From an optimization exercise on the open Yosys and OpenROAD flow, aimed at small area, a short achievable clock period and few clock cycles per item; shortcuts taken in it are not production practice.
Where RTL was checked, it was by simulation tests only, not by an equivalence proof against the original.
No functional check of the RTL was part of run 1.
No driver is modelled on the clock port, so clocking that relies on it looks cheaper here than on a real chip.
Power is estimated from default activity; no workload was simulated.

$ cat config.mk
export PLATFORM = sky130hd
export DESIGN_NAME = afu_region_top
export DESIGN_NICKNAME = afu_region_top
export VERILOG_FILES = /design/flow/design.v
export SDC_FILE = /design/flow/constraint.sdc
export NUM_CORES = 4
export LEC_CHECK = 0
export CAP_MARGIN = 20
export CORE_MARGIN = 2
export CORE_UTILIZATION = 65
export PLACE_DENSITY = 0.75
export SETUP_SLACK_MARGIN = 2.1
export SLEW_MARGIN = 20
$ cat constraint.sdc
create_clock -name core_clock -period 4.0 [get_ports {i_clk}]
set_input_delay 0.8000 -clock core_clock [delete_from_list [all_inputs] [get_ports {i_clk}]]
set_output_delay 0.8000 -clock core_clock [all_outputs]
set_load 0.01 [all_outputs]
$ cat design.v
package afu_region_pkg;
   typedef enum logic [1:0] {
      OP_READ  = 2'd0,
      OP_WRITE = 2'd1
   } afu_op_e;
   typedef enum logic [1:0] {
      RSP_OK      = 2'd0,
      RSP_BAD_PID = 2'd1,
      RSP_BAD_OP  = 2'd2
   } afu_status_e;
   typedef enum logic [1:0] {
      HS_IDLE      = 2'd0,
      HS_BUSY      = 2'd1,
      HS_ACK       = 2'd2,
      HS_WAIT_DROP = 2'd3
   } afu_hs_state_e;
endpackage
`timescale 1ns/1ns
module afu_null_port #(
   parameter int unsigned PORT_PID = 0
) (
   input  logic                   i_clk,
   input  logic                   i_arst_n,
   input  logic                   i_wr,
   input  logic                   i_rd,
   input  logic [4-1:0] i_addr,
   input  logic [64-1:0] i_wdata_q,
   output logic [64-1:0] o_rdata
);
   localparam logic [64-1:0] HEADER = {
      {(64-16){1'b0}},
      4'(PORT_PID),
      12'h014
   };
   logic [64-1:0] scratch;
   logic                   scr_wr_q;
   always_ff @(posedge i_clk or negedge i_arst_n) begin
      if (!i_arst_n) begin
         scr_wr_q <= 1'b0;
         scratch  <= '0;
      end else begin
         scr_wr_q <= i_wr && (i_addr == 4'h1);
         if (scr_wr_q) scratch <= i_wdata_q;
      end
   end
   always_comb begin
      o_rdata = '0;
      if (i_rd) begin
         case (i_addr)
            4'h0:     o_rdata = HEADER;
            4'h1: o_rdata = scratch;
            default:           o_rdata = '0;
         endcase
      end
   end
endmodule
`timescale 1ns/1ns
module afu_lb_port (
   input  logic                   i_clk,
   input  logic                   i_arst_n,
   input  logic                   i_wr,
   input  logic                   i_rd,
   input  logic [4-1:0] i_addr,
   input  logic [64-1:0] i_wdata_q,
   output logic [64-1:0] o_rdata
);
   localparam int IDX_W = $clog2(4);
   logic [64-1:0]   buf_q [4];
   logic [16-1:0] wr_cnt;
   logic [4-1:0] buf_wr_q;
   logic                     cnt_wr_q;
   logic                     in_buf;
   assign in_buf = (i_addr < 4'(4));
   always_ff @(posedge i_clk or negedge i_arst_n) begin
      if (!i_arst_n) begin
         buf_wr_q <= '0;
         cnt_wr_q <= 1'b0;
         for (int i = 0; i < 4; i++) begin
            buf_q[i] <= '0;
         end
         wr_cnt <= '0;
      end else begin
         for (int i = 0; i < 4; i++) begin
            buf_wr_q[i] <= i_wr && (i_addr == 4'(i));
            if (buf_wr_q[i]) buf_q[i] <= i_wdata_q;
         end
         cnt_wr_q <= i_wr;
         if (cnt_wr_q) wr_cnt <= wr_cnt + 1'b1;
      end
   end
   always_comb begin
      o_rdata = '0;
      if (i_rd) begin
         if (in_buf)
            o_rdata = buf_q[i_addr[IDX_W-1:0]];
         else if (i_addr == 4'h4)
            o_rdata = {{(64-16){1'b0}}, wr_cnt};
      end
   end
endmodule
`timescale 1ns/1ns
module afu_req_decode (
   input  logic                   i_clk,
   input  logic                   i_arst_n,
   input  logic                   i_req,
   input  logic [3-1:0]  i_req_pid,
   input  logic [1:0]             i_req_op,
   input  logic [64-1:0] i_req_wdata,
   output logic [5-1:0] o_wr,    
   output logic [5-1:0] o_rd,    
   output logic [64-1:0] o_wdata_q,  
   output logic                   o_ack,
   output afu_region_pkg::afu_status_e o_status
);
   logic take;
   logic op_ok;
   assign take  = i_req && !o_ack;
   assign op_ok = !i_req_op[1];
   for (genvar p = 0; p < 5; p++) begin : gen_port
      assign o_wr[p] = take && op_ok && i_req_op[0] && (i_req_pid == 3'(p));
      assign o_rd[p] = op_ok && !i_req_op[0] && (i_req_pid == 3'(p));
   end
   always_ff @(posedge i_clk or negedge i_arst_n) begin
      if (!i_arst_n) o_ack <= 1'b0;
      else           o_ack <= i_req;
   end
   always_ff @(posedge i_clk) begin
      if (i_req_pid >= 3'(5)) o_status <= afu_region_pkg::RSP_BAD_PID;
      else if (!op_ok)                              o_status <= afu_region_pkg::RSP_BAD_OP;
      else                                          o_status <= afu_region_pkg::RSP_OK;
      o_wdata_q <= i_req_wdata;
   end
endmodule
`timescale 1ns/1ns
module afu_port_execute (
   input  logic                   i_clk,
   input  logic                   i_arst_n,
   input  logic [5-1:0] i_wr,
   input  logic [5-1:0] i_rd,
   input  logic [4-1:0] i_addr,
   input  logic [64-1:0] i_wdata_q,
   output logic [64-1:0] o_rdata
);
   logic [64-1:0] port_rdata [5];
   for (genvar p = 0; p < 5; p++) begin : gen_port
      if (p == 1) begin : gen_lb
         afu_lb_port u_lb (
            .i_clk    (i_clk),
            .i_arst_n (i_arst_n),
            .i_wr     (i_wr[p]),
            .i_rd     (i_rd[p]),
            .i_addr   (i_addr),
            .i_wdata_q(i_wdata_q),
            .o_rdata  (port_rdata[p])
         );
      end else begin : gen_null
         afu_null_port #(
            .PORT_PID (p)
         ) u_null (
            .i_clk    (i_clk),
            .i_arst_n (i_arst_n),
            .i_wr     (i_wr[p]),
            .i_rd     (i_rd[p]),
            .i_addr   (i_addr),
            .i_wdata_q(i_wdata_q),
            .o_rdata  (port_rdata[p])
         );
      end
   end
   always_comb begin
      o_rdata = '0;
      for (int p = 0; p < 5; p++) o_rdata = o_rdata | port_rdata[p];
   end
endmodule
`timescale 1ns/1ns
module afu_rsp_result (
   input  logic                   i_clk,
   input  logic [64-1:0] i_rdata,
   output logic [64-1:0] o_rdata
);
   always_ff @(posedge i_clk) begin
      o_rdata <= i_rdata;
   end
endmodule
`timescale 1ns/1ns
module afu_region_top (
   input  logic                   i_clk,
   input  logic                   i_arst_n,
   input  logic                   i_req,
   input  logic [3-1:0]  i_req_pid,
   input  logic [1:0]             i_req_op,
   input  logic [4-1:0] i_req_addr,
   input  logic [64-1:0] i_req_wdata,
   output logic                   o_ack,
   output logic [64-1:0] o_rsp_rdata,
   output afu_region_pkg::afu_status_e            o_rsp_status
);
   logic [5-1:0] dec_wr;
   logic [5-1:0] dec_rd;
   logic                      dec_ack;
   afu_region_pkg::afu_status_e dec_status;
   logic [64-1:0]    dec_wdata_q;
   logic [64-1:0]    exe_rdata;
   afu_req_decode u_decode (
      .i_clk       (i_clk),
      .i_arst_n    (i_arst_n),
      .i_req       (i_req),
      .i_req_pid   (i_req_pid),
      .i_req_op    (i_req_op),
      .i_req_wdata (i_req_wdata),
      .o_wr        (dec_wr),
      .o_rd        (dec_rd),
      .o_wdata_q   (dec_wdata_q),
      .o_ack       (dec_ack),
      .o_status    (dec_status)
   );
   afu_port_execute u_execute (
      .i_clk    (i_clk),
      .i_arst_n (i_arst_n),
      .i_wr     (dec_wr),
      .i_rd     (dec_rd),
      .i_addr   (i_req_addr),
      .i_wdata_q(dec_wdata_q),
      .o_rdata  (exe_rdata)
   );
   afu_rsp_result u_result (
      .i_clk    (i_clk),
      .i_rdata  (exe_rdata),
      .o_rdata  (o_rsp_rdata)
   );
   assign o_ack        = dec_ack;
   assign o_rsp_status = dec_status;
endmodule
$ cat run.sh
#!/bin/bash
# synth_recipe.tcl (not shown) runs the flow's synth.tcl, then flattens the netlist and writes it again
# the make line also repeats each setting of config.mk as NAME=value (left out here)
make -C /OpenROAD-flow-scripts/flow DESIGN_CONFIG=/design/flow/config.mk WORK_HOME=/design/flow/orfs CLKGATE_MAP_FILE= SYNTH_SCRIPT=/design/flow/synth_recipe.tcl finish
==> results of run 1 <==
==> sequential cells by signal, summed over array words and instances, names as in the netlist <==
| signal | cells |
|---|---|
| u_decode.o_status | 2 |
| u_result.o_rdata | 64 |
| u_execute.gen_port.gen_null.u_null.scr_wr_q | 4 |
| u_decode.o_wdata_q | 64 |
| u_execute.gen_port.gen_lb.u_lb.buf_wr_q | 4 |
| u_execute.gen_port.gen_lb.u_lb.buf_q | 256 |
| u_execute.gen_port.gen_lb.u_lb.wr_cnt | 16 |
| u_decode.o_ack | 1 |
| u_execute.gen_port.gen_lb.u_lb.cnt_wr_q | 1 |
| u_execute.gen_port.gen_null.u_null.scratch | 256 |
==> placed cells by master, fill, tap and decap left out, drive strengths merged, types with 12 or more instances in the layout <==
| master | netlist | routed |
|---|---|---|
| dfrtp | 538 | 538 |
| mux2 | 515 | 515 |
| nand3 | 261 | 261 |
| dfxtp | 130 | 130 |
| buf | 105 | 123 |
| clkbuf | 40 | 121 |
| clkdlybuf4s50 | 0 | 65 |
| mux4 | 62 | 62 |
| nand4 | 51 | 51 |
| a22o | 48 | 48 |
| nor2 | 12 | 12 |
==> timing repair <==
action                                  4_1_cts  5_1_grt
hold buffers                                  0        0
pin swaps                                     3        1
setup buffers                                10        2
endpoints found under the setup margin      185       72
resized for setup                           338       23
gates cloned                                  2        1
==> layout make-up <==
cell class	count	area, sq um
clock buffer	117	2190
clock inverter	8	81.3
fill	2526	9570
inverter	2	7.51
multi-input combinational	1059	10200
sequential	668	16100
tap	532	666
timing repair buffer	197	1970
==> cell families (layout without fill, tap and decap cells) <==
group                      count (synthesis)  count (layout)  synth area share
muxes                                    580             580             0.268
DFF                                      668             668             0.597
and+or+nand+nor                          376             376            0.0767
xor gates and xnor gates                  15              15           0.00488
buffers and inverters                    147             324            0.0263
AOI/OAI and AO/OA                         87              87            0.0264
adders and majority gates                  1               1          0.000465
==> Yosys cell counts, types with 3 or more instances <==
cell / count / share of area
or3_1: 3 / 0.00070
o22ai_1: 11 / 0.0026
nor3_1: 3 / 0.00056
a22oi_1: 11 / 0.0031
buf_1: 5 / 0.00070
dfxtp_1: 130 / 0.097
nand3_1: 261 / 0.049
a22o_1: 48 / 0.016
buf_2: 91 / 0.017
clkbuf_1: 40 / 0.0056
buf_4: 7 / 0.0020
nor2_1: 12 / 0.0017
dfrtp_1: 538 / 0.50
a41oi_1: 4 / 0.0013
nand4_1: 51 / 0.012
mux4_2: 62 / 0.052
xnor2_1: 11 / 0.0036
and3_1: 5 / 0.0012
xor2_1: 4 / 0.0013
and4_1: 11 / 0.0036
mux2_2: 515 / 0.22
and2_1: 4 / 0.00093
nand2_1: 6 / 0.00084
mux2i_1: 3 / 0.0011
==> final timing paths <==
path | start | slack (ns) | depth (start not counted) | to
hold reg to reg | u_execute.gen_port[1].gen_lb.u_lb.wr_cnt[15] | 0.48 | 1 | u_execute.gen_port[1].gen_lb.u_lb.wr_cnt[15]
setup reg to reg | u_execute.gen_port[4].gen_null.u_null.scr_wr_q | 2.15 | 2 | flip-flop
max in group asynchronous | i_arst_n | 2.72 | 2 | u_execute.gen_port[2].gen_null.u_null.scr_wr_q
hold / removal | i_arst_n | 0.21 | 1 | u_execute.gen_port[1].gen_lb.u_lb.buf_q[0][28]
min in group core_clock | u_execute.gen_port[1].gen_lb.u_lb.wr_cnt[15] | 0.48 | 1 | u_execute.gen_port[1].gen_lb.u_lb.wr_cnt[15]
setup / recovery | u_decode.o_ack | 2.09 | 1 | o_ack
==> through the flow <==
stage / worst slack (ns) / hold WS [ns] / utilization
6_report: 2.09 / 0.212 / 0.766
5_1_grt: 2.05 / 0.254 / 0.766
4_1_cts: 1.99 / 0.220 / 0.763
3_5_place_dp: 0.962 / 0.464 / 0.707
3_3_place_gp: 0.977 / 0.467 / 0.706
2_1_floorplan: 2.05 / 0.446 / -
==> power by group <==
group          internal, mW  leakage (nW)  total [mW]  switching, mW
Combinational         0.224          5.04       0.557          0.333
Sequential             6.85          8.57        6.97          0.118
Clock                  3.79          1.11        6.36           2.57
==> routing by layer <==
metal	routed length, um	global-route usage	vias up
met5	0	0	-
met2	32600	0.511	609
met3	3880	0.0569	156
met1	27600	0.430	8973
met4	2170	0.123	0
li1	-	-	7172
==> flow_summary.ini, run 1 <==
[worst_setup_path]
critical-path-max-stage-delay_ns = 0.38
endpoint_kind = output port
critPathMaxFanout = 2
crit_required_ns = 3.20
worst_setup_path_start_kind = flip-flop
timing.setup.critical_path_class = flip-flop to output port
crit_chain = buf_2
critical_path.top_delay_family = flip-flops
critical_path_arrival_ns = 1.11
cp_num_buf_inv = 1
critPathSlowestCell = dfrtp_1

[power_and_ir_drop]
p_leak_nw = 14.7
worst_ir_drop_vdd_uv = 457
post_route_total_power_mw = 13.9
pwr_density_cell_mw_per_mm2 = 444

[clock_tree]
clk-insertion-delay-late_ns = 0.60
ctsLongestPathBuffers = 3
clkSinkCount = 668
cts.clk_slew.worst_paths_ns = 0.06
htree_levels = 3
number_of_clock_buffers_inserted_by_tritoncts = 69
cts_tree = built
root_buffer_cell = clkbuf_16

[layout]
antenna_cells_inserted = 0
post_route_cells_drive_above_1_share = 0.422
final_nets = 2074
final_cell_count_no_fill = 2583
design_area_sq_mm = 0.0313
layout-area-overhead-vs-synth_pct = 16.1

[place]
numPortBuffers = 142
detailed_place.area_sq_mm = 0.0289
placed_cells = 2443
gpl.final_weighted_congestion = 0.813
detailedPlacementHpwl_um = 36000

[synthesis]
synth.lib_cells_used.distinct = 50
postSynth.asyncResetShare = 0.805
synthesis.area_sq_mm = 0.0269
postSynthNetCount = 1951
mean_cell_area_of_the_mapped_netlist_sq_um = 14.4
postSynth.topFlopCell = dfrtp_1
yosysSeqAreaShare = 0.597
synthCells = 1874
synth.ff_latch_count = 668
synth-edff-count = 0
yosys_warnings = 10

[grt]
grt_antenna_before_repair = 0
grt_pass1_vias = 18100
groute.usage.overall = 0.315
grt_first_pass_wirelength_um = 105000
grt_start_max_net_pins = 110
globalRoute.totalOverflow = 0

[outcome]
outcome = timing/DRC/antenna clean

[floorplanning]
dieWidth_um = 207
floorplan.die_area_sq_mm = 0.0431
floorplan.core_area_sq_mm = 0.0408
rows = 74
floorplan.initialDensity = 0.659
floorplan.die.height_um = 207
floorplan.io_pins = 143

[route]
remaining_drc_errors = 0
post_drt_via_cell_ratio = 6.55
routed_wire_length_per_instance_um = 25.6
detail_route.wirelength_um = 66200
initialDrtViolationCount = 1384
drtAntennaViolNets = 0
drtPass1Iterations = 5
vias = 16900

[timing]
hold_viol = 0
timing.slew.headroom = 0.403
layout_min_cycle_time_ns = 1.91
worst_clock_skew_ns = 0.0172
worst_slew_pin_slew_ns = 0.896
fin_setup_tns_ns = 0
setup_viol_count_final = 0
fmax_ghz = 0.525
timing_max_transition_violations_final = 0
period_share = 0.477
rsz0062_at_grt = yes

[hold_path]
min_path_type = input pin to async pin

[flow_run]
maxCapViolCount = 0
==> inputs of run 2 (changes only) <==
--- a/design.v
+++ b/design.v
@@ -34,25 +34,21 @@
    };
    logic [64-1:0] scratch;
    logic                   scr_wr_q;
+   logic                   scr_vld;
    always_ff @(posedge i_clk or negedge i_arst_n) begin
       if (!i_arst_n) begin
          scr_wr_q <= 1'b0;
-         scratch  <= '0;
+         scr_vld  <= 1'b0;
       end else begin
          scr_wr_q <= i_wr && (i_addr == 4'h1);
-         if (scr_wr_q) scratch <= i_wdata_q;
-      end
-   end
-   always_comb begin
-      o_rdata = '0;
-      if (i_rd) begin
-         case (i_addr)
-            4'h0:     o_rdata = HEADER;
-            4'h1: o_rdata = scratch;
-            default:           o_rdata = '0;
-         endcase
-      end
-   end
+         if (scr_wr_q) scr_vld <= 1'b1;
+      end
+   end
+   always_ff @(posedge i_clk) begin
+      if (scr_wr_q) scratch <= i_wdata_q;
+   end
+   assign o_rdata = (HEADER  & {64{i_rd && (i_addr == 4'h0)}})
+                  | (scratch & {64{i_rd && (i_addr == 4'h1) && scr_vld}});
 endmodule
 `timescale 1ns/1ns
 module afu_lb_port (
@@ -64,38 +60,36 @@
    input  logic [64-1:0] i_wdata_q,
    output logic [64-1:0] o_rdata
 );
-   localparam int IDX_W = $clog2(4);
    logic [64-1:0]   buf_q [4];
    logic [16-1:0] wr_cnt;
    logic [4-1:0] buf_wr_q;
+   logic [4-1:0] buf_vld;
    logic                     cnt_wr_q;
-   logic                     in_buf;
-   assign in_buf = (i_addr < 4'(4));
    always_ff @(posedge i_clk or negedge i_arst_n) begin
       if (!i_arst_n) begin
          buf_wr_q <= '0;
+         buf_vld  <= '0;
          cnt_wr_q <= 1'b0;
-         for (int i = 0; i < 4; i++) begin
-            buf_q[i] <= '0;
-         end
-         wr_cnt <= '0;
+         wr_cnt   <= '0;
       end else begin
          for (int i = 0; i < 4; i++) begin
             buf_wr_q[i] <= i_wr && (i_addr == 4'(i));
-            if (buf_wr_q[i]) buf_q[i] <= i_wdata_q;
+            if (buf_wr_q[i]) buf_vld[i] <= 1'b1;
          end
          cnt_wr_q <= i_wr;
          if (cnt_wr_q) wr_cnt <= wr_cnt + 1'b1;
       end
    end
+   always_ff @(posedge i_clk) begin
+      for (int i = 0; i < 4; i++) begin
+         if (buf_wr_q[i]) buf_q[i] <= i_wdata_q;
+      end
+   end
    always_comb begin
-      o_rdata = '0;
-      if (i_rd) begin
-         if (in_buf)
-            o_rdata = buf_q[i_addr[IDX_W-1:0]];
-         else if (i_addr == 4'h4)
-            o_rdata = {{(64-16){1'b0}}, wr_cnt};
-      end
+      o_rdata = {{(64-16){1'b0}},
+                 wr_cnt & {16{i_rd && (i_addr == 4'h4)}}};
+      for (int i = 0; i < 4; i++)
+         o_rdata = o_rdata | (buf_q[i] & {64{i_rd && (i_addr == 4'(i)) && buf_vld[i]}});
    end
 endmodule
 `timescale 1ns/1ns
--- a/config.mk
+++ b/config.mk
@@ -8,6 +8,8 @@
 export CAP_MARGIN = 20
 export CORE_MARGIN = 2
 export CORE_UTILIZATION = 65
+export CTS_CLUSTER_DIAMETER = 100
+export CTS_CLUSTER_SIZE = 30
 export PLACE_DENSITY = 0.75
-export SETUP_SLACK_MARGIN = 2.1
+export SETUP_SLACK_MARGIN = 2.3
 export SLEW_MARGIN = 20
==> flow_summary.ini, run 2 <==
[outcome]
outcome = timing/DRC/antenna clean

[timing]
rsz0062_at_grt = yes
final_setup_slack_of_the_worst_path_ns = 2.09
timing.slew.headroom = 0.222
period_share = 0.478
fin_setup_tns_ns = 0
worst_slew_pin_slew_ns = 1.17
fin_worst_hold_slack_ns = 0.196
worst_clock_skew_ns = 0.0328
layout_min_cycle_time_ns = 1.91
timing_max_transition_violations_final = 0
fmax_ghz = 0.523
hold_viol = 0
setup_viol_count_final = 0

[synthesis]
postSynth.asyncResetShare = 0.0503
yosys_warnings = 10
synth_commonest_cells = edfxtp_1, nand3_1, dfxtp_1, a221oi_1, a22o_1
yosys.area.top_type_share = 0.656
synth-edff-count = 512
synthCells = 1353
synthesis.area_sq_mm = 0.0234
ys_top_cells_by_area = edfxtp_1, dfxtp_1, nand3_1, dfrtp_1, a221oi_1
postSynth.topFlopCell = edfxtp_1
postSynthNetCount = 1430
post-synth-top-count-cell = edfxtp_1
yosys.area.top_type = edfxtp_1
yosysSeqAreaShare = 0.804
mean_cell_area_of_the_mapped_netlist_sq_um = 17.3
synth.ff_latch_count = 676
synth.lib_cells_used.distinct = 57

[worst_setup_path]
cp_num_buf_inv = 1
critical_path_arrival_ns = 1.11
worst_setup_path_start_kind = flip-flop
worstSetupPathDepth = 1
timing.reg2reg.setup_slack_ns = 2.17
critPathSlowestCell = dfrtp_1
timing.setup.critical_path_class = flip-flop to output port
crit-reg2reg-launch = u_execute.gen_port[0].gen_null.u_null.scr_vld
critPathMaxFanout = 2
critical_path.top_delay_family = flip-flops
worstRegToRegCells = 6
endpoint_kind = output port
r2r-end = u_result.o_rdata[23]
crit_required_ns = 3.20
critical-path-max-stage-delay_ns = 0.39
crit_chain = buf_2

[place]
numPortBuffers = 142
detailed_place.area_sq_mm = 0.0256
gpl.final_weighted_congestion = 0.774
detailedPlacementHpwl_um = 28700
placement.setup.worst_slack_ns = 0.747

[route]
routed_wire_length_per_instance_um = 31.7
post_drt_via_cell_ratio = 7.06
vias = 14300
initialDrtViolationCount = 2067
detail_route.wirelength_um = 64000
drtPass1Iterations = 5
drtAntennaViolNets = 0
remaining_drc_errors = 0

[grt]
grt_util_met3 = 0.0492
grt_util_met2 = 0.504
grt_antenna_before_repair = 3
grt_pass1_vias = 14000
global_route.peak_usage_layer = met2
met1_usage = 0.460
grt_first_pass_wirelength_um = 89600
grt_start_max_net_pins = 66
globalRoute.totalOverflow = 0
groute.usage.overall = 0.323

[clock_tree]
clkSinkCount = 676
cts.clk_slew.worst_paths_ns = 0.12
root_buffer_cell = clkbuf_16
number_of_clock_buffers_inserted_by_tritoncts = 26
cts_tree = built
clk-insertion-delay-late_ns = 0.60
ctsLongestPathBuffers = 3
htree_levels = 1

[layout]
layout-area-overhead-vs-synth_pct = 19.4
multiInputGateArea_sq_mm = 0.00472
post_route_cells_drive_above_1_share = 0.253
fill_cells = 1915
final_nets = 1616
final_cell_mix = edfxtp_1, nand3_1, dfxtp_1, clkdlybuf4s50_1, buf_6
area_used_by_sequential_logic_in_the_layout_sq_mm = 0.0189
design_area_sq_mm = 0.0280
antenna_cells_inserted = 0
final_common_cell = edfxtp_1
reg_top3 = u_execute.gen_port.gen_null.u_null.scratch: 256 flops, u_execute.gen_port.gen_lb.u_lb.buf_q: 256 flops

[floorplanning]
floorplan.die_area_sq_mm = 0.0376
floorplan.die.height_um = 194
floorplan.core_area_sq_mm = 0.0356
rows = 69
floorplan.initialDensity = 0.659
floorplan.io_pins = 143
dieWidth_um = 194

[flow_run]
maxCapViolCount = 0

[power_and_ir_drop]
pwr_density_cell_mw_per_mm2 = 404
p_leak_nw = 9.29
worst_ir_drop_vdd_uv = 394

[hold_path]
min_path_type = input pin to async pin
run 2: changes by cell type after synthesis, moves of 42 or more:
cell and change:
mux4_2 -62, dfrtp_1 -504, nand3_1 -68, buf_2 -60
mux2_2 -514, a221oi_1 +67, o2bb2ai_1 +42, edfxtp_1 +512
run 2: per-layer routing:
metal / part of all wire / up-vias / wire length (um)
li1: - / 5845 / -
met1: 0.37 / 7181 / 23400
met2: 0.47 / 1071 / 30200
met3: 0.12 / 155 / 7660
met4: 0.044 / 0 / 2820
met5: 0 / - / 0
run 2: logic make-up after synthesis:
| family | synth area share |
|---|---|
| AO/OA/AOI/OAI | 0.0854 |
| flip-flops | 0.804 |
| AND/OR/NAND/NOR | 0.0827 |
| adder cells (fa/ha/maj) | 0.000534 |
| buffers and inverters | 0.0218 |
| multiplexers | 0.000481 |
| XOR/XNOR | 0.00561 |
run 2: worst max-delay path by stage:
| stage | slack [ns] | end | startpoint |
|---|---|---|---|
| global placement | 0.76 | u_result.o_rdata[13] | i_req_pid[0] |
| detailed placement | 0.75 | u_result.o_rdata[13] | i_req_pid[0] |
| finish | 2.09 | o_ack | u_decode.o_ack |
| floorplan | 1.83 | u_result.o_rdata[23] | i_req_pid[1] |
| CTS | 2.07 | o_ack | u_decode.o_ack |
| global route | 2.06 | o_ack | u_decode.o_ack |
run 2: final cells by class:
cell class	count	area share
clock buffers	46	0.0267
clock inverters	2	0.00148
inverters	2	0.000268
multi-input cells	582	0.169
flip-flops and latches	676	0.677
well taps	461	0.0206
repair buffers	251	0.106
run 2: power by group:
| part | total (mW) | leakage, nW | switching [mW] | internal (mW) |
|---|---|---|---|---|
| clock | 3.36 | 0.375 | 2.00 | 1.36 |
| sequential | 7.66 | 6.14 | 0.0854 | 7.57 |
| combinational | 0.285 | 2.77 | 0.150 | 0.135 |
| total | 11.3 | 9.29 | 2.24 | 9.07 |
run 2: what timing repair did:
| item | CTS | global route |
|---|---|---|
| gates resized for setup | 454 | 71 |
| buffers inserted | 42 | 16 |
| pin swaps | 12 | 25 |
| gates cloned | 9 | 5 |
| setup endpoints to repair | 233 | 125 |
| hold endpoints to repair | 0 | 0 |
| hold buffers | 0 | 0 |
run 2: per-stage QoR:
step                std cells  power [mW]   util
global placement         1898        8.02  0.719
detailed placement       1898        8.03  0.719
finish                   2020        11.3  0.787
global route             2020        11.5  0.787
floorplan                1353        7.87      -
CTS                      1997        11.3  0.767
Testbench counts of run 2, summed over its fixed seeds: cycles 6,400, items 3,200.
==> inputs of run 3 (changes only) <==
--- a/config.mk
+++ b/config.mk
@@ -11,5 +11,5 @@
 export CTS_CLUSTER_DIAMETER = 100
 export CTS_CLUSTER_SIZE = 30
 export PLACE_DENSITY = 0.75
-export SETUP_SLACK_MARGIN = 2.3
+export SETUP_SLACK_MARGIN = 2.1
 export SLEW_MARGIN = 20
==> flow_summary.ini, run 3 <==
[route]
post_drt_via_cell_ratio = 6.81
vias = 13300
drtAntennaViolNets = 0
remaining_drc_errors = 0
detail_route.wirelength_um = 54400
initialDrtViolationCount = 1416
routed_wire_length_per_instance_um = 27.8
drtPass1Iterations = 5

[layout]
fill_cells = 2187
layout-area-overhead-vs-synth_pct = 12.8
final_core_util = 0.743
final_cell_count_no_fill = 1956
post_route_cells_drive_above_1_share = 0.185
final_nets = 1552
final_cell_mix = edfxtp_1, nand3_1, dfxtp_1, a221oi_1, clkdlybuf4s50_1
area_used_by_sequential_logic_in_the_layout_sq_mm = 0.0189
reg_top3 = u_execute.gen_port.gen_null.u_null.scratch: 256 flops, u_execute.gen_port.gen_lb.u_lb.buf_q: 256 flops
multiInputGateArea_sq_mm = 0.00441
antenna_cells_inserted = 0
final_common_cell = edfxtp_1

[worst_setup_path]
worstRegToRegCells = 1
r2r-end = u_execute.gen_port[3].gen_null.u_null.scratch[33]
endpoint_kind = flip-flop
timing.setup.critical_path_class = input pin to flip-flop
critPathMaxFanout = 16
critical_path_arrival_ns = 2.39
worst_setup_path_start_kind = input pin
crit-reg2reg-launch = u_execute.gen_port[3].gen_null.u_null.scr_wr_q
timing.reg2reg.setup_slack_ns = 2.12
crit_required_ns = 4.46

[timing]
fin_worst_hold_slack_ns = 0.180
layout_min_cycle_time_ns = 1.93
fin_setup_tns_ns = 0
period_share = 0.482
timing.slew.headroom = 0.221
timing_max_transition_violations_final = 0
setup_viol_count_final = 0
final_setup_slack_of_the_worst_path_ns = 2.07
worst_clock_skew_ns = 0.0312
worst_slew_pin_slew_ns = 1.17
fmax_ghz = 0.519
hold_viol = 0
rsz0062_at_grt = yes

[clock_tree]
ctsLongestPathBuffers = 3
htree_levels = 1
cts_tree = built
number_of_clock_buffers_inserted_by_tritoncts = 26
clk-insertion-delay-late_ns = 0.60
cts.clk_slew.worst_paths_ns = 0.11
clkSinkCount = 676
root_buffer_cell = clkbuf_16

[place]
detailedPlacementHpwl_um = 27800
placed_cells = 1890
numPortBuffers = 142
gpl.final_weighted_congestion = 0.775
placement.setup.worst_slack_ns = 0.735

[flow_run]
maxCapViolCount = 0

[synthesis]
postSynth.asyncResetShare = 0.0503
synth.lib_cells_used.distinct = 57
ys_top_cells_by_area = edfxtp_1, dfxtp_1, nand3_1, dfrtp_1, a221oi_1
yosys_warnings = 10
synth-edff-count = 512
yosysSeqAreaShare = 0.804
postSynthNetCount = 1430
yosys.area.top_type_share = 0.656
synthesis.area_sq_mm = 0.0234
post-synth-top-count-cell = edfxtp_1
synthCells = 1353
yosys.area.top_type = edfxtp_1
synth.ff_latch_count = 676
mean_cell_area_of_the_mapped_netlist_sq_um = 17.3
postSynth.topFlopCell = edfxtp_1
synth_commonest_cells = edfxtp_1, nand3_1, dfxtp_1, a221oi_1, a22o_1

[power_and_ir_drop]
pwr_density_cell_mw_per_mm2 = 421
p_leak_nw = 8.65
pwr-share-comb = 0.021
clock_power_share = 0.291
seq_power_share = 0.688
worst_ir_drop_vdd_uv = 520
switching_power_mw = 2.18
cell_internal_pwr_mw = 8.95
switching_share = 0.196

[grt]
groute.usage.overall = 0.286
grt_start_max_net_pins = 66
grt_first_pass_wirelength_um = 81300
globalRoute.totalOverflow = 0
grt_antenna_before_repair = 0
grt_pass1_vias = 13400

[floorplanning]
dieWidth_um = 194
floorplan.io_pins = 143
floorplan.die.height_um = 194
floorplan.initialDensity = 0.659
rows = 69
floorplan.core_area_sq_mm = 0.0356
floorplan.die_area_sq_mm = 0.0376

[outcome]
outcome = timing/DRC/antenna clean

[hold_path]
min_path_type = input pin to async pin
## run 3: cell counts after synthesis
Identical to the previous run, type by type.
## run 3: power by group through the flow
| stage | logic (mW) | registers, mW | clock network, mW |
|---|---|---|---|
| 2_1_floorplan | 0.0894 | 7.78 | 0 |
| 3_3_place_gp | 0.199 | 7.82 | 0 |
| 3_5_place_dp | 0.202 | 7.83 | 0 |
| 4_1_cts | 0.222 | 7.66 | 3.26 |
| 5_1_grt | 0.245 | 7.67 | 3.50 |
| 6_report | 0.234 | 7.66 | 3.23 |
## run 3: final cells by class
class                      instances  area share
sequential                       676       0.716
multi-input combinational        581       0.167
tap                              461      0.0218
clock inverter                     2     0.00123
inverter                           2    0.000284
timing repair buffer             188      0.0666
clock buffer                      46      0.0274
## run 3: worst max path at each step
| stage | depth (start not counted) | start | slack (ns) | to |
|---|---|---|---|---|
| 5_1_grt | 1 | u_decode.o_ack | 2.06 | o_ack |
| 6_report | 7 | i_req_addr[1] | 2.07 | u_result.o_rdata[23] |
| 2_1_floorplan | 6 | i_req_pid[1] | 1.83 | u_result.o_rdata[23] |
| 3_3_place_gp | 5 | i_req_addr[3] | 0.78 | u_result.o_rdata[1] |
| 4_1_cts | 7 | i_req_addr[3] | 2.08 | u_result.o_rdata[47] |
| 3_5_place_dp | 5 | i_req_pid[0] | 0.74 | u_result.o_rdata[23] |
## run 3: cell families (layout without fill, tap and decap cells)
family                   after synthesis  after routing  synth area share
XOR/XNOR                              15             15           0.00561
flip-flops                           676            676             0.804
buffers and inverters                 97            238            0.0218
AND/OR/NAND/NOR                      332            333            0.0827
AO/OA/AOI/OAI                        231            231            0.0854
multiplexers                           1              1          0.000481
adder cells (fa/ha/maj)                1              1          0.000534
## run 3: what timing repair did
action / in CTS / in global routing
pin swaps: 4 / 2
gates resized for setup: 380 / 28
setup buffers: 12 / 3
hold buffers: 0 / 0
gates cloned: 3 / 0
endpoints found under the setup margin: 137 / 56
## run 3: critical path, stage by stage
cell and delay [ns]:
buf_4 0.21, nor4b_4 0.09, buf_6 0.15, buf_16 0.15, and2_4 0.18, a32o_1 0.26
or4_1 0.53
## run 3: per-layer routing
metal,GRT usage,part of all wire,up-vias,wire length [um]
li1,-,-,5705,-
met1,0.392,0.39,6812,21000
met2,0.480,0.50,713,26900
met3,0.0529,0.093,91,5060
met4,0.0822,0.026,0,1440
met5,0,0,-,0
## run 3: per-stage QoR
stage                     total power, mW  instance area (sq um)
final                                11.1                  26400
after global routing                 11.4                  26400
after CTS                            11.1                  26300
after detailed placement             8.03                  25500
after global placement               8.02                  25500
after floorplan                      7.87                  23800
==> inputs of run 4 (changes only) <==
==> flow/run.sh (new file) <==
#!/bin/bash
set -euo pipefail
here=$(cd "$(dirname "${BASH_SOURCE[0]}")" && pwd)
export BUFFER_PORTS_ARGS="-buffer_cell sky130_fd_sc_hd__buf_2"
export POST_CTS_TCL="$here/post_cts.tcl"
bash standard.sh > standard.log 2>&1
==> flow/post_cts.tcl (new file) <==
set block [ord::get_db_block]
set clk_net [$block findNet i_clk]
set removed 0
foreach it [$clk_net getITerms] {
  set inst [$it getInst]
  set master [[$inst getMaster] getName]
  if {![string match "sky130_fd_sc_hd__clkbuf_*" $master]} { continue }
  set out_net ""
  foreach oit [$inst getITerms] {
    if {[$oit isOutputSignal]} { set out_net [$oit getNet] }
  }
  if {$out_net eq ""} { continue }
  set loads {}
  set all_bufs 1
  foreach lit [$out_net getITerms] {
    if {[$lit getInst] eq $inst} { continue }
    lappend loads $lit
    if {![string match "sky130_fd_sc_hd__clkbuf_*" [[[$lit getInst] getMaster] getName]]} { set all_bufs 0 }
  }
  set port_pins [expr {[llength [$clk_net getITerms]] - 1 + [llength $loads]}]
  if {!$all_bufs || $port_pins > 4 || [llength [$out_net getBTerms]] > 0} { continue }
  puts "post_cts: removing clock root buffer [$inst getName] ($master), port now drives $port_pins pins"
  foreach lit $loads {
    $lit disconnect
    $lit connect $clk_net
  }
  $it disconnect
  odb::dbInst_destroy $inst
  odb::dbNet_destroy $out_net
  incr removed
  break
}
if {$removed} {
  estimate_parasitics -placement
  report_clock_skew
  report_worst_slack -max
  report_worst_slack -min
}
==> standard.sh (new file) <==
#!/bin/bash
# synth_recipe.tcl (not shown) runs the flow's synth.tcl, then flattens the netlist and writes it again
# the make line also repeats each setting of config.mk as NAME=value (left out here)
make -C /OpenROAD-flow-scripts/flow DESIGN_CONFIG=/design/flow/config.mk WORK_HOME=/design/flow/orfs CLKGATE_MAP_FILE= SYNTH_SCRIPT=/design/flow/synth_recipe.tcl "${@:-finish}"
removed: run.sh
==> flow_summary.ini, run 4 <==
[floorplanning]
rows = 69
floorplan.die_area_sq_mm = 0.0376
dieWidth_um = 194
floorplan.initialDensity = 0.659
floorplan.die.height_um = 194
floorplan.core_area_sq_mm = 0.0356
floorplan.io_pins = 143

[layout]
multiInputGateArea_sq_mm = 0.00445
antenna_cells_inserted = 0
final_common_cell = edfxtp_1
post_route_cells_drive_above_1_share = 0.226
final_cell_mix = edfxtp_1, nand3_1, buf_2, dfxtp_1, a221oi_1
area_used_by_sequential_logic_in_the_layout_sq_mm = 0.0189
fill_cells = 2136
reg_top3 = u_execute.gen_port.gen_null.u_null.scratch: 256 flops, u_execute.gen_port.gen_lb.u_lb.buf_q: 256 flops
final_nets = 1582
layout-area-overhead-vs-synth_pct = 12.8

[route]
post_drt_via_cell_ratio = 6.91
routed_wire_length_per_instance_um = 29.4
detail_route.wirelength_um = 58400
vias = 13700
initialDrtViolationCount = 1629
drtAntennaViolNets = 0
remaining_drc_errors = 0
drtPass1Iterations = 5

[timing]
final_setup_slack_of_the_worst_path_ns = 2.02
worst_slew_pin_slew_ns = 1.15
fin_setup_tns_ns = 0
timing.slew.headroom = 0.234
fin_worst_hold_slack_ns = 0.406
worst_clock_skew_ns = 0.0203
hold_viol = 0
timing_max_transition_violations_final = 0
period_share = 0.496
rsz0062_at_grt = yes
layout_min_cycle_time_ns = 1.98
fmax_ghz = 0.504
setup_viol_count_final = 0

[synthesis]
ys_top_cells_by_area = edfxtp_1, dfxtp_1, nand3_1, dfrtp_1, a221oi_1
synth.lib_cells_used.distinct = 57
synthesis.area_sq_mm = 0.0234
synth-edff-count = 512
postSynth.topFlopCell = edfxtp_1
yosys_warnings = 10
yosys.area.top_type = edfxtp_1
post-synth-top-count-cell = edfxtp_1
postSynthNetCount = 1430
yosys.area.top_type_share = 0.656
mean_cell_area_of_the_mapped_netlist_sq_um = 17.3
synthCells = 1353
yosysSeqAreaShare = 0.804
synth_commonest_cells = edfxtp_1, nand3_1, dfxtp_1, a221oi_1, a22o_1
postSynth.asyncResetShare = 0.0503
synth.ff_latch_count = 676

[worst_setup_path]
crit_required_ns = 4.35
critPathMaxFanout = 30
most_common_cell_type_on_the_critical_path = buf_6
critPathSlowestCell = nor4b_4
cp_num_buf_inv = 2
crit_chain = buf_6 -> nor4b_4 -> buf_6 -> nand3_1 -> nand4_1 -> o2bb2ai_1
critical_path_arrival_ns = 2.34
endpoint_kind = flip-flop
timing.setup.critical_path_class = input pin to flip-flop
critical_path.top_delay_family = simple AND/OR/NAND/NOR gates
crit-reg2reg-launch = u_execute.gen_port[1].gen_lb.u_lb.buf_vld[1]
worst_setup_path_start_kind = input pin
critical-path-max-stage-delay_ns = 0.50
first_element_of_the_critical_path = i_req_addr[3]

[place]
gpl.final_weighted_congestion = 0.763
placement.setup.worst_slack_ns = 0.995
numPortBuffers = 142
detailedPlacementHpwl_um = 26300

[clock_tree]
clk-insertion-delay-late_ns = 0.46
clkSinkCount = 676
cts_tree = built
cts.clk_slew.worst_paths_ns = 0.11

[grt]
grt_first_pass_wirelength_um = 83200
groute.usage.overall = 0.295
grt_pass1_vias = 13500
globalRoute.totalOverflow = 0
grt_start_max_net_pins = 66
grt_antenna_before_repair = 0

[hold_path]
min_path_type = input pin to async pin

[power_and_ir_drop]
worst_ir_drop_vdd_uv = 395
p_leak_nw = 8.86
pwr_density_cell_mw_per_mm2 = 420

[flow_run]
maxCapViolCount = 0

[outcome]
outcome = timing/DRC/antenna clean
run 4: report_power, final:
part	total (mW)	internal (mW)	switching (mW)	leakage (nW)
Clock	3.22	1.25	1.96	0.350
Combinational	0.216	0.0836	0.133	2.38
Sequential	7.66	7.57	0.0904	6.13
Total	11.1	8.91	2.19	8.86
run 4: cells by family (layout without fill, tap and decap cells):
| family | Yosys count | count (layout) | share of synthesized area |
|---|---|---|---|
| DFF | 676 | 676 | 0.804 |
| adders and majority gates | 1 | 1 | 0.000534 |
| muxes | 1 | 1 | 0.000481 |
| xor gates and xnor gates | 15 | 15 | 0.00561 |
| buffers and inverters | 97 | 264 | 0.0218 |
| and+or+nand+nor | 332 | 336 | 0.0827 |
| AOI/OAI and AO/OA | 231 | 231 | 0.0854 |
run 4: path summary, 6_finish.rpt:
| path | end | slack [ns] | depth (start not counted) |
|---|---|---|---|
| worst max-delay path | u_result.o_rdata[58] | 2.02 | 6 |
| worst min-delay path | u_execute.gen_port[1].gen_lb.u_lb.buf_wr_q[1] | 0.41 | 1 |
| worst max register to register | u_result.o_rdata[23] | 2.13 | 3 |
| worst min register to register | u_execute.gen_port[4].gen_null.u_null.scr_vld | 0.48 | 1 |
| max in group asynchronous | u_execute.gen_port[1].gen_lb.u_lb.buf_vld[2] | 3.02 | 1 |
| min in group core_clock | u_decode.o_wdata_q[15] | 0.43 | 1 |
run 4: through the flow:
step | util | total power, mW | area [sq um] | cells
2_1_floorplan | - | 7.87 | 23800 | 1353
3_3_place_gp | 0.695 | 7.97 | 24700 | 1883
3_5_place_dp | 0.695 | 7.98 | 24700 | 1883
5_1_grt | 0.743 | 11.4 | 26400 | 1985
6_report | 0.743 | 11.1 | 26400 | 1985
run 4: worst register-to-register path, delay by kind of cell, from the launching register on:
family             cells  cell delay, ns
DFF                    1            0.74
AOI/OAI and AO/OA      1            0.22
and+or+nand+nor        2            0.79
run 4: cell type report:
class	count	share of cell area
Multi-Input combinational cell	584	0.169
Clock inverter	1	0.000616
Timing Repair Buffer	216	0.0665
Sequential cell	676	0.715
Clock buffer	45	0.0273
Tap cell	461	0.0218
Inverter	2	0.000284
run 4: routing by layer:
layer / wire length, um / share of wire / track usage
met1: 22100 / 0.38 / 0.412
met2: 28300 / 0.48 / 0.487
met3: 6510 / 0.11 / 0.0510
met4: 1410 / 0.024 / 0.0839
met5: 0 / 0 / 0
==> inputs of run 5 (changes only) <==
--- a/config.mk
+++ b/config.mk
@@ -11,5 +11,5 @@
 export CTS_CLUSTER_DIAMETER = 100
 export CTS_CLUSTER_SIZE = 30
 export PLACE_DENSITY = 0.75
-export SETUP_SLACK_MARGIN = 2.1
+export SETUP_SLACK_MARGIN = 2.2
 export SLEW_MARGIN = 20
==> flow_summary.ini, run 5 <==
[outcome]
outcome = timing/DRC/antenna clean

[timing]
layout_min_cycle_time_ns = 1.96
timing.slew.headroom = 0.227
rsz0062_at_grt = yes
period_share = 0.489
worst_slew_pin_slew_ns = 1.16
setup_viol_count_final = 0
fin_worst_hold_slack_ns = 0.424
hold_viol = 0
worst_clock_skew_ns = 0.0216
fin_setup_tns_ns = 0
fmax_ghz = 0.511
timing_max_transition_violations_final = 0

[hold_path]
min_path_type = input pin to flip-flop
hold_path_depth = 1

[layout]
reg_top3 = u_execute.gen_port.gen_null.u_null.scratch: 256 flops, u_execute.gen_port.gen_lb.u_lb.buf_q: 256 flops
final_nets = 1615
post_route_cells_drive_above_1_share = 0.284
final_common_cell = edfxtp_1
fill_cells = 1993
antenna_cells_inserted = 0
multiInputGateArea_sq_mm = 0.00466
final_cell_mix = edfxtp_1, nand3_1, buf_2, dfxtp_1, buf_4
layout-area-overhead-vs-synth_pct = 16.9
area_used_by_sequential_logic_in_the_layout_sq_mm = 0.0189

[power_and_ir_drop]
pwr_density_cell_mw_per_mm2 = 405
worst_ir_drop_vdd_uv = 402
p_leak_nw = 9.23

[grt]
grt_pass1_vias = 13600
globalRoute.totalOverflow = 0
grt_start_max_net_pins = 66
grt_antenna_before_repair = 1
groute.usage.overall = 0.308
grt_first_pass_wirelength_um = 85900

[route]
initialDrtViolationCount = 2008
detail_route.wirelength_um = 62200
post_drt_via_cell_ratio = 7.00
drtAntennaViolNets = 0
remaining_drc_errors = 0
routed_wire_length_per_instance_um = 30.8
drtPass1Iterations = 5
vias = 14100

[worst_setup_path]
critPathMaxFanout = 12
endpoint_kind = flip-flop
crit_required_ns = 4.34
worst_setup_path_start_kind = input pin
worstRegToRegCells = 6
critical_path_arrival_ns = 2.30
timing.reg2reg.setup_slack_ns = 2.06
timing.setup.critical_path_class = input pin to flip-flop

[clock_tree]
clkSinkCount = 676
cts_tree = built
cts.clk_slew.worst_paths_ns = 0.11
clk-insertion-delay-late_ns = 0.47

[synthesis]
yosysSeqAreaShare = 0.804
synthCells = 1353
mean_cell_area_of_the_mapped_netlist_sq_um = 17.3
postSynthNetCount = 1430
synthesis.area_sq_mm = 0.0234
synth.ff_latch_count = 676
synth-edff-count = 512
synth.lib_cells_used.distinct = 57
ys_top_cells_by_area = edfxtp_1, dfxtp_1, nand3_1, dfrtp_1, a221oi_1
post-synth-top-count-cell = edfxtp_1
yosys_warnings = 10
yosys.area.top_type = edfxtp_1
postSynth.topFlopCell = edfxtp_1
postSynth.asyncResetShare = 0.0503
synth_commonest_cells = edfxtp_1, nand3_1, dfxtp_1, a221oi_1, a22o_1
yosys.area.top_type_share = 0.656

[floorplanning]
floorplan.io_pins = 143
floorplan.die_area_sq_mm = 0.0376
floorplan.die.height_um = 194
dieWidth_um = 194
floorplan.initialDensity = 0.659
rows = 69
floorplan.core_area_sq_mm = 0.0356

[place]
gpl.final_weighted_congestion = 0.758
numPortBuffers = 142
detailedPlacementHpwl_um = 26000

[flow_run]
maxCapViolCount = 0
-- run 5: changes by cell type in the layout (fill, tap and decap cells not counted), moves of 19 or more --
| cell | before | now |
|---|---|---|
| buf_2 | 133 | 96 |
| a221oi_1 | 65 | 42 |
| dfxtp_2 | 13 | 38 |
| dfxtp_1 | 117 | 91 |
| buf_6 | 14 | 49 |
| a221oi_2 | 2 | 25 |
| buf_4 | 41 | 60 |
-- run 5: worst max-delay path: stages --
cell and delay, ns:
buf_6 0.15, nor4b_4 0.06, buf_4 0.16, buf_6 0.12, a222oi_1 0.41, nor2_1 0.10
or4_1 0.49
-- run 5: where the power goes --
group | internal, mW | total, mW | switching [mW]
clock network | 1.22 | 3.18 | 1.96
registers | 7.57 | 7.66 | 0.0890
logic | 0.107 | 0.256 | 0.149
-- run 5: cell families after synthesis --
family          synth area share
flops                      0.804
simple gates              0.0827
compound gates            0.0854
buf+inv                   0.0218
xor+xnor                 0.00561
mux                     0.000481
fa+ha+maj               0.000534
-- run 5: layout make-up --
cell class,count,area share
Timing Repair Buffer,250,0.0908
Inverter,2,0.000274
Tap cell,461,0.0211
Sequential cell,676,0.691
Multi-Input combinational cell,583,0.170
Clock buffer,45,0.0256
Clock inverter,2,0.00119
-- run 5: per-layer routing --
metal / up-vias / global-route usage / part of all wire
li1: 5848 / - / -
met1: 7185 / 0.434 / 0.37
met2: 988 / 0.506 / 0.48
met3: 122 / 0.0442 / 0.11
met4: 0 / 0.0974 / 0.032
met5: - / 0 / 0
-- run 5: path summary, 6_finish.rpt --
| path | end | startpoint |
|---|---|---|
| setup / recovery | u_result.o_rdata[23] | i_req_pid[2] |
| hold / removal | u_decode.o_wdata_q[22] | i_req_wdata[22] |
| setup reg to reg | u_result.o_rdata[23] | u_execute.gen_port[0].gen_null.u_null.scr_vld |
| hold reg to reg | u_result.o_rdata[1] | u_execute.gen_port[1].gen_lb.u_lb.buf_q[0][1] |
| max in group asynchronous | u_execute.gen_port[1].gen_lb.u_lb.buf_vld[1] | i_arst_n |
| min in group asynchronous | u_execute.gen_port[1].gen_lb.u_lb.cnt_wr_q | i_arst_n |
-- run 5: stage by stage --
step	instance area, sq um	total power, mW	worst slack, ns	cells	utilization
floorplan	23800	7.87	1.83	1353	-
global placement	24700	7.98	1.07	1881	0.695
detailed placement	24700	7.99	0.987	1881	0.695
global route	27400	11.4	1.93	2019	0.770
finish	27400	11.1	2.04	2019	0.770

==> port drivers added, routing unchanged <==
The results above use ideal ports. As a check the final layouts listed here were re-extracted and re-timed, cells and wires unchanged. Step 1 (the two cells are an assumption about what drives the block):
set clk [get_ports {i_clk}]
set_driving_cell -lib_cell sky130_fd_sc_hd__clkbuf_16 $clk
set_driving_cell -lib_cell sky130_fd_sc_hd__buf_2 [delete_from_list [all_inputs] $clk]
Step 2 adds t to the input delays and takes it off the output delays; t is the mean of the earliest and latest rising clock arrival at the registers after step 1. Input paths then give back, and output paths get back, about the clock's delay inside the block. Three values: ideal, step 1, step 2; two values: the first two.
run | t (ns) | slack for setup (ns) | worst hold slack (ns) | worst register clock-pin slew, ns
run 1 | 0.647 | 2.093 / 2.035 / 1.388 | 0.212 / 0.210 / 0.478 | 0.06 / 0.06
run 2 | 0.643 | 2.087 / 2.031 / 1.595 | 0.196 / 0.165 / 0.480 | 0.12 / 0.12
run 3 | 0.634 | 2.073 / 2.034 / 1.464 | 0.180 / 0.189 / 0.494 | 0.12 / 0.12
run 4 | 0.518 | 2.018 / 2.054 / 1.537 | 0.406 / 0.388 / 0.484 | 0.12 / 0.12
run 5 | 0.526 | 2.044 / 2.064 / 1.550 | 0.424 / 0.372 / 0.480 | 0.11 / 0.11
After both steps every run listed still meets setup and hold. The setup slack of run 1, which loses most, moves by -0.058 ns with the drivers and by -0.705 ns with both steps.
